Source: an optimization exercise on an open RTL-to-GDS flow (aim: small area, a short achievable clock period and few clock cycles). Production flows keep margins and buffers that such runs may drop.
The RTL was checked by simulation tests, not by an equivalence proof against the original design.
Power and IR drop assume default switching activity.

**design/flow/design.v**
```verilog
package dm_pkg;
    localparam int btt_w  = 23;                  
    localparam int addr_w = 32;                  
    localparam int tag_w  = 4;                   
    typedef enum logic {
        dir_mm2s = 1'b0,                         
        dir_s2mm = 1'b1                          
    } dm_dir_e;
    typedef struct packed {
        dm_dir_e                   dir;
        logic [addr_w-1:0]         addr;
        logic [btt_w-1:0]          btt;
        logic [tag_w-1:0]          tag;
    } dm_req_t;
    typedef struct packed {
        logic [3:0]                rsvd;         
        logic [tag_w-1:0]          tag;          
        logic [addr_w-1:0]         saddr;        
        logic                      drr;          
        logic                      eof;          
        logic [5:0]                dsa;          
        logic                      burst_type;   
        logic [btt_w-1:0]          btt;          
    } dm_cmd_t;
    typedef struct packed {
        logic                      okay;         
        logic                      slverr;       
        logic                      decerr;       
        logic                      interr;       
        logic [tag_w-1:0]          tag;          
    } dm_sts_t;
    typedef enum logic [1:0] {
        st_idle,
        st_issue,
        st_wait_sts
    } dm_state_e;
endpackage
package axis_pkg;
    typedef struct packed {
        logic [31:0] data;
        logic [3:0]  keep;                       
        logic        last;                       
    } axis32_t;
    typedef struct packed {
        logic [63:0] data;
        logic [7:0]  keep;                       
        logic        last;                       
    } axis64_t;
endpackage
module dm_cmd_ctrl (
    input  logic                        clk,
    input  logic                        rst_n,
    input  logic                        req_valid,        
    input  dm_pkg::dm_req_t             req,
    input  logic                        mm2s_cmd_ready,
    input  logic                        s2mm_cmd_ready,
    input  logic                        mm2s_sts_valid,
    input  dm_pkg::dm_sts_t             mm2s_sts,
    input  logic                        s2mm_sts_valid,
    input  dm_pkg::dm_sts_t             s2mm_sts,
    output logic                        mm2s_cmd_valid,
    output logic                        s2mm_cmd_valid,
    output dm_pkg::dm_cmd_t             cmd,
    output logic                        mm2s_sts_ready,
    output logic                        s2mm_sts_ready,
    output logic                        busy,
    output logic                        done,             
    output logic [dm_pkg::tag_w-1:0]    done_tag,
    output logic                        done_err
);
    logic               issue_q;                          
    logic               wait_q;                           
    dm_pkg::dm_req_t    req_q;                            
    dm_pkg::dm_sts_t    sts_sel;                          
    logic               idle;
    logic               is_mm2s;
    logic               cmd_hs;
    logic               sts_hs;
    logic               sts_bad;
    assign idle    = !issue_q && !wait_q;
    assign is_mm2s = (req_q.dir == dm_pkg::dir_mm2s);
    assign busy           = !idle;
    assign mm2s_cmd_valid = issue_q &&  is_mm2s;
    assign s2mm_cmd_valid = issue_q && !is_mm2s;
    assign mm2s_sts_ready = wait_q  &&  is_mm2s;
    assign s2mm_sts_ready = wait_q  && !is_mm2s;
    assign cmd_hs = issue_q && (is_mm2s ? mm2s_cmd_ready : s2mm_cmd_ready);
    assign sts_hs = wait_q  && (is_mm2s ? mm2s_sts_valid : s2mm_sts_valid);
    assign sts_sel = is_mm2s ? mm2s_sts : s2mm_sts;
    assign sts_bad = !sts_sel.okay || sts_sel.interr || sts_sel.decerr || sts_sel.slverr
                     || (sts_sel.tag != req_q.tag);       
    always_comb begin
        cmd            = '0;
        cmd.btt        = req_q.btt;
        cmd.burst_type = 1'b1;                            
        cmd.dsa        = '0;                              
        cmd.eof        = 1'b1;
        cmd.drr        = 1'b0;
        cmd.saddr      = req_q.addr;
        cmd.tag        = req_q.tag;
        cmd.rsvd       = '0;
    end
    assign done_tag = req_q.tag;
    always_ff @(posedge clk or negedge rst_n) begin
        if (!rst_n) begin
            issue_q <= 1'b0;
            wait_q  <= 1'b0;
            done    <= 1'b0;
        end else begin
            done <= (idle && req_valid && (req.btt == '0)) || sts_hs;
            if (idle && req_valid && (req.btt != '0)) issue_q <= 1'b1;
            else if (cmd_hs)                          issue_q <= 1'b0;
            if (cmd_hs)      wait_q <= 1'b1;
            else if (sts_hs) wait_q <= 1'b0;
        end
    end
    always_ff @(posedge clk) begin
        if (idle) req_q <= req;
        done_err <= wait_q ? sts_bad : 1'b1;
    end
endmodule
module axis_upsizer #(
    parameter int DEPTH  = 2,                    
    parameter bit BYPASS = 0                     
) (
    input  logic              clk,
    input  logic              rst_n,
    input  logic              s_axis_valid,
    input  axis_pkg::axis32_t s_axis,
    output logic              s_axis_ready,
    output logic              m_axis_valid,
    input  logic              m_axis_ready,
    output axis_pkg::axis64_t m_axis
);
    localparam int pw = $clog2(DEPTH);
    logic [35:0]   lo_mem [0:DEPTH-1];           
    logic [36:0]   hi_mem [0:DEPTH-1];           
    logic [pw-1:0] wr_ptr;                       
    logic [pw-1:0] rd_ptr;                       
    logic [pw:0]   count;                        
    logic          lane_q;                       
    logic          wr_ok;                        
    logic          in_hs;
    logic          out_hs;
    logic          close;                        
    logic [36:0]   hi_in;
    assign wr_ok        = (count != DEPTH[pw:0]) || (BYPASS && m_axis_ready);
    assign s_axis_ready = wr_ok;
    assign in_hs        = s_axis_valid && wr_ok;
    assign m_axis_valid = (count != '0);
    assign out_hs       = m_axis_valid && m_axis_ready;
    assign close        = in_hs && (lane_q || s_axis.last);
    always_ff @(posedge clk or negedge rst_n) begin
        if (!rst_n) begin
            wr_ptr <= '0;
            rd_ptr <= '0;
            count  <= '0;
            lane_q <= 1'b0;
        end else begin
            if (in_hs)  lane_q <= !close;
            if (close)  wr_ptr <= wr_ptr + 1'b1;
            if (out_hs) rd_ptr <= rd_ptr + 1'b1;
            if (close && !out_hs)      count <= count + 1'b1;
            else if (!close && out_hs) count <= count - 1'b1;
        end
    end
    assign hi_in = lane_q ? {s_axis.data, s_axis.keep, s_axis.last} : {36'h0, 1'b1};
    always_ff @(posedge clk) begin
        for (int i = 0; i < DEPTH; i++) begin
            if (wr_ok && !lane_q && (wr_ptr == pw'(i))) lo_mem[i] <= {s_axis.data, s_axis.keep};
            if (wr_ok && (wr_ptr == pw'(i)))            hi_mem[i] <= hi_in;
        end
    end
    assign m_axis = {hi_mem[rd_ptr][36:5], lo_mem[rd_ptr][35:4],
                     hi_mem[rd_ptr][4:1], lo_mem[rd_ptr][3:0], hi_mem[rd_ptr][0]};
endmodule
module data_mover_top #(
    parameter int DEPTH = 2
) (
    input  logic                        clk,
    input  logic                        rst_n,
    input  logic                        req_valid,
    input  dm_pkg::dm_req_t             req,
    output logic                        busy,
    output logic                        done,
    output logic [dm_pkg::tag_w-1:0]    done_tag,
    output logic                        done_err,
    output logic                        mm2s_cmd_valid,
    input  logic                        mm2s_cmd_ready,
    output logic                        s2mm_cmd_valid,
    input  logic                        s2mm_cmd_ready,
    output dm_pkg::dm_cmd_t             cmd,
    input  logic                        mm2s_sts_valid,
    output logic                        mm2s_sts_ready,
    input  dm_pkg::dm_sts_t             mm2s_sts,
    input  logic                        s2mm_sts_valid,
    output logic                        s2mm_sts_ready,
    input  dm_pkg::dm_sts_t             s2mm_sts,
    input  logic                        s_axis_valid,
    input  axis_pkg::axis32_t           s_axis,
    output logic                        s_axis_ready,
    output logic                        m_axis_valid,
    output axis_pkg::axis64_t           m_axis,
    input  logic                        m_axis_ready
);
    dm_cmd_ctrl i_cmd_ctrl (
        .clk(clk), .rst_n(rst_n),
        .req_valid(req_valid), .req(req),
        .mm2s_cmd_ready(mm2s_cmd_ready), .s2mm_cmd_ready(s2mm_cmd_ready),
        .mm2s_sts_valid(mm2s_sts_valid), .mm2s_sts(mm2s_sts),
        .s2mm_sts_valid(s2mm_sts_valid), .s2mm_sts(s2mm_sts),
        .mm2s_cmd_valid(mm2s_cmd_valid), .s2mm_cmd_valid(s2mm_cmd_valid), .cmd(cmd),
        .mm2s_sts_ready(mm2s_sts_ready), .s2mm_sts_ready(s2mm_sts_ready),
        .busy(busy), .done(done), .done_tag(done_tag), .done_err(done_err)
    );
    axis_upsizer #(
        .DEPTH(DEPTH)
    ) i_upsizer (
        .clk(clk), .rst_n(rst_n),
        .s_axis_valid(s_axis_valid), .s_axis(s_axis), .s_axis_ready(s_axis_ready),
        .m_axis_valid(m_axis_valid), .m_axis_ready(m_axis_ready), .m_axis(m_axis)
    );
endmodule
```
**design/flow/run.sh**
```bash
#!/bin/bash
# synth_recipe.tcl (not shown) runs the flow's synth.tcl, then flattens the netlist and writes it again
# the make line also repeats each setting of config.mk as NAME=value (left out here)
make -C /OpenROAD-flow-scripts/flow DESIGN_CONFIG=/design/flow/config.mk WORK_HOME=/design/flow/orfs CLKGATE_MAP_FILE= SYNTH_SCRIPT=/design/flow/synth_recipe.tcl finish
```
**design/flow/config.mk**
```make
export PLATFORM = sky130hd
export DESIGN_NAME = data_mover_top
export DESIGN_NICKNAME = data_mover_top
export VERILOG_FILES = /design/flow/design.v
export SDC_FILE = /design/flow/constraint.sdc
export NUM_CORES = 4
export LEC_CHECK = 0
export CAP_MARGIN = 20
export CORE_MARGIN = 2
export CORE_UTILIZATION = 40
export SLEW_MARGIN = 20
```
**design/flow/constraint.sdc**
```tcl
create_clock -name core_clock -period 4.0 [get_ports {clk}]
set_input_delay 0.8000 -clock core_clock [delete_from_list [all_inputs] [get_ports {clk}]]
set_output_delay 0.8000 -clock core_clock [all_outputs]
set_load 0.01 [all_outputs]
```
==> run summary <==
==> worst paths after layout <==
path | from | end | depth (start not counted)
worst max register to register | i_upsizer.count[1] | i_upsizer.lo_mem[1][26] | 5
min in group asynchronous | rst_n | i_cmd_ctrl.issue_q | 1
worst max-delay path | i_upsizer.rd_ptr | m_axis[25] | 3
worst min-delay path | i_upsizer.count[1] | i_upsizer.count[1] | 1
worst min register to register | i_upsizer.count[1] | i_upsizer.count[1] | 1
max in group asynchronous | rst_n | i_upsizer.rd_ptr | 1
==> registers in the layout (all words and copies together) (netlist names) <==
register             count
i_upsizer.hi_mem        74
i_cmd_ctrl.req_q        60
i_upsizer.lane_q         1
i_cmd_ctrl.done          1
i_upsizer.count          2
i_cmd_ctrl.done_err      1
i_cmd_ctrl.issue_q       1
i_upsizer.rd_ptr         1
i_upsizer.wr_ptr         1
i_upsizer.lo_mem        72
i_cmd_ctrl.wait_q        1
==> cell type report <==
class,instances,area share
sequential,215,0.551
inverter,3,0.000968
multi-input combinational,178,0.129
clock inverter,10,0.00430
clock buffer,28,0.0511
timing repair buffer,274,0.234
tap,275,0.0296
==> per-stage QoR <==
step	hold WS, ns	utilization	worst slack (ns)	instance area (um2)
5_1_grt	0.517	0.555	0.549	11600
3_3_place_gp	0.466	0.525	1.20	11000
3_5_place_dp	0.485	0.525	1.15	11000
2_1_floorplan	0.447	-	0.217	8550
6_report	0.491	0.555	0.669	11600
4_1_cts	0.500	0.555	0.611	11600
==> layer usage <==
layer | up-vias | global-route usage | share of wire
met5 | - | 0 | 0
met3 | 23 | 0.0595 | 0.10
met1 | 2238 | 0.199 | 0.39
met2 | 206 | 0.283 | 0.50
met4 | 0 | 0.0392 | 0.015
li1 | 2110 | - | -
==> Yosys cell counts, drive strengths merged <==
cell and instances:
edfxtp 206, buf 85, mux2 76, and2 39, dfrtp 8, nor2 8
nand2 7, xnor2 6, nor4 5, clkbuf 4, xor2 4, inv 3
mux2i 3, o21ai 3, conb 2, nand4 2, nor2b 2, nor3 2
nor4b 2, a32o 1, and2b 1, dfxtp 1, ha 1, nand2b 1
nand3 1, or2 1
==> kinds of logic after synthesis <==
family / count (synthesis)
muxes: 79
DFF: 215
and+or+nand+nor: 71
adders and majority gates: 1
xor gates and xnor gates: 10
buffers and inverters: 92
other: 2
AOI/OAI and AO/OA: 4
==> power by group through the flow <==
stage          logic, uW  clock network (uW)  registers (uW)
2_1_floorplan       2020                   0            3930
4_1_cts             3700                1900            4080
3_5_place_dp        3670                   0            4120
6_report            3630                1830            4070
5_1_grt             3900                1990            4170
3_3_place_gp        3640                   0            4100
==> worst register-to-register path, delay by kind of cell (launching register included) <==
kind	cells	cell delay, ns
buffers and inverters	2	0.46
flip-flops	1	0.40
AND/OR/NAND/NOR	3	1.10
==> results.sh <==
export IMPL_grt_max_degree=63
export IMPL_totalWireLength_mm=19.0
export IMPL_cp_max_fo=42
export IMPL_synth_seq_area_share=0.753
export IMPL_hpwl_mm=13.1
export IMPL_synth_xor_area_share=0.0103
export IMPL_cp_required_ns=3.20
export IMPL_core_area_um2=21000
export IMPL_cts_hold_fix_buffers=0
export IMPL_final_cell_mix="266 x clkdlybuf4s50_1, 206 x edfxtp_1, 76 x mux2_2, 36 x and2_1, 23 x clkbuf_16"
export IMPL_endpoint_kind="output pin"
export IMPL_p_clk_frac=0.192
export IMPL_yosysWarnings=4
export IMPL_synth_top_family_by_area="multiplexers"
export IMPL_power_internal_uw=6670
export IMPL_final_nets=818
export IMPL_dieArea_um2=22400
export IMPL_rows=53
export IMPL_drv_cap=0
export IMPL_ys_top_cells_by_area="edfxtp_1 73%, mux2_2 10%, buf_4 7.2%, and2_1 2.7%, dfrtp_1 2.4%"
export IMPL_setup_viol=0
export IMPL_critical_path_top_delay_family="buffers and inverters"
export IMPL_ioPinCount=280
export IMPL_hp_class="flop to flop"
export IMPL_muxShareOfSynthArea=0.104
export IMPL_antenna_cells=0
export IMPL_routedWlPerCell_um=19.3
export IMPL_status="timing/DRC/antenna clean"
export IMPL_powerDensity_nw_per_um2=818
export IMPL_maxSlewViolCount=0
export IMPL_start_util=0.406
export IMPL_regArea_um2=6410
export IMPL_finalPower_uw=9530
export IMPL_drive_gt1_frac=0.175
export IMPL_dr_first_iter_drc_count=130
export IMPL_die_h_um=150
export IMPL_ir_worst_vdd_v=0.000425
export IMPL_cts_resized=0
export IMPL_slowest_delay_ns=0.81
export IMPL_clk_path_buf_depth=3
export IMPL_fp_dieW_um=150
export IMPL_portBuffers=266
export IMPL_p_switching_uw=2860
export IMPL_fin_skew_ns=0.00934
export IMPL_cts_sinks=215
export IMPL_yosys_area_share_simple=0.0491
export IMPL_fin_cells=983
export IMPL_vias=4577
export IMPL_htree_levels=1
export IMPL_clkLatencyLatePin_ns=0.49
export IMPL_ys_types=31
export IMPL_tightestPinTransition_ns=0.911
export IMPL_period_needed_ns=3.33
export IMPL_nFillCells=1701
export IMPL_timing_hold_violations_final=0
export IMPL_grt_antenna_before_repair=0
export IMPL_postCtsSetupBuffers=0
export IMPL_crit_chain="buf_4 > mux2_2 > clkdlybuf4s50_1"
export IMPL_syn_avg_cell_area_um2=17.9
export IMPL_multiInputGateArea_um2=1510
export IMPL_synth_adder_area_share=0.00147
export IMPL_drc=0
export IMPL_final_common_cell="clkdlybuf4s50_1"
export IMPL_synth_area_leader_cell="edfxtp_1"
export IMPL_dp_cells=945
export IMPL_critPathLaunchType="flop"
export IMPL_ant_nets=0
export IMPL_path_class="flop to output pin"
export IMPL_combPwrFrac=0.381
export IMPL_syn_area_um2=8510
export IMPL_r2r_slack_ns=1.73
export IMPL_slowest_stage="dfrtp_4"
export IMPL_p_leak_uw=0.00407
export IMPL_cp_arrival_ns=2.53
export IMPL_place_gp_congestion=0.721
export IMPL_timing_critical_path_buf_inv=2
export IMPL_finalSetupTns_ns=0
export IMPL_tritoncts="yes"
export IMPL_synth_top_area_frac=0.727
export IMPL_clkTransAtPathRegs_ns=0.06
export IMPL_grt_setup_unrepaired="no"
export IMPL_syn_inst=474
export IMPL_seqPwrFrac=0.427
export IMPL_fmax_ghz=0.300
export IMPL_viasPerCell=4.66
export IMPL_synth_seq_cells=215
export IMPL_synth_compound_area_frac=0.00294
export IMPL_relSlewSlack=0.391
export IMPL_netSwitchingFraction=0.300
export IMPL_grt_ovfl_total=0
export IMPL_drt_pass1_iterations=4
export IMPL_numCtsBuffers=23
export IMPL_root_buffer="clkbuf_16"
export IMPL_grt_pass1_wl_mm=28.3
export IMPL_area_growth_pct=36.8
export IMPL_grt_usage=0.165
export IMPL_grt_pass1_vias=4959
export IMPL_finalCritPeriodShare=0.833
Testbench counts, summed over its fixed seeds: cycles 28,028.

## afterwards: timing with drivers on the ports
The flow's constraints put no driver on any port. The routed layout listed below was extracted and timed again, unchanged, in two steps.
Step 1 assumes that a clkbuf_16 drives the clock port and a buf_2 every other input.
Step 2 times the ports against the registers' clock, not the clock port: input delays grow and output delays shrink by t, the midpoint of the rising clock arrivals with the driver on.
Slacks: ideal / step 1 / step 2; pairs: ideal / step 1.
t, ns: 0.524
setup slack, ns: 0.669 / 0.628 / 1.152
worst hold slack (ns): 0.491 / 0.491 / 0.491
slew at the worst register clock pin (ns): 0.06 / 0.06
After both steps setup and hold are still met in this run. The setup slack of this run moves by -0.041 ns with the drivers and by +0.483 ns with both steps.
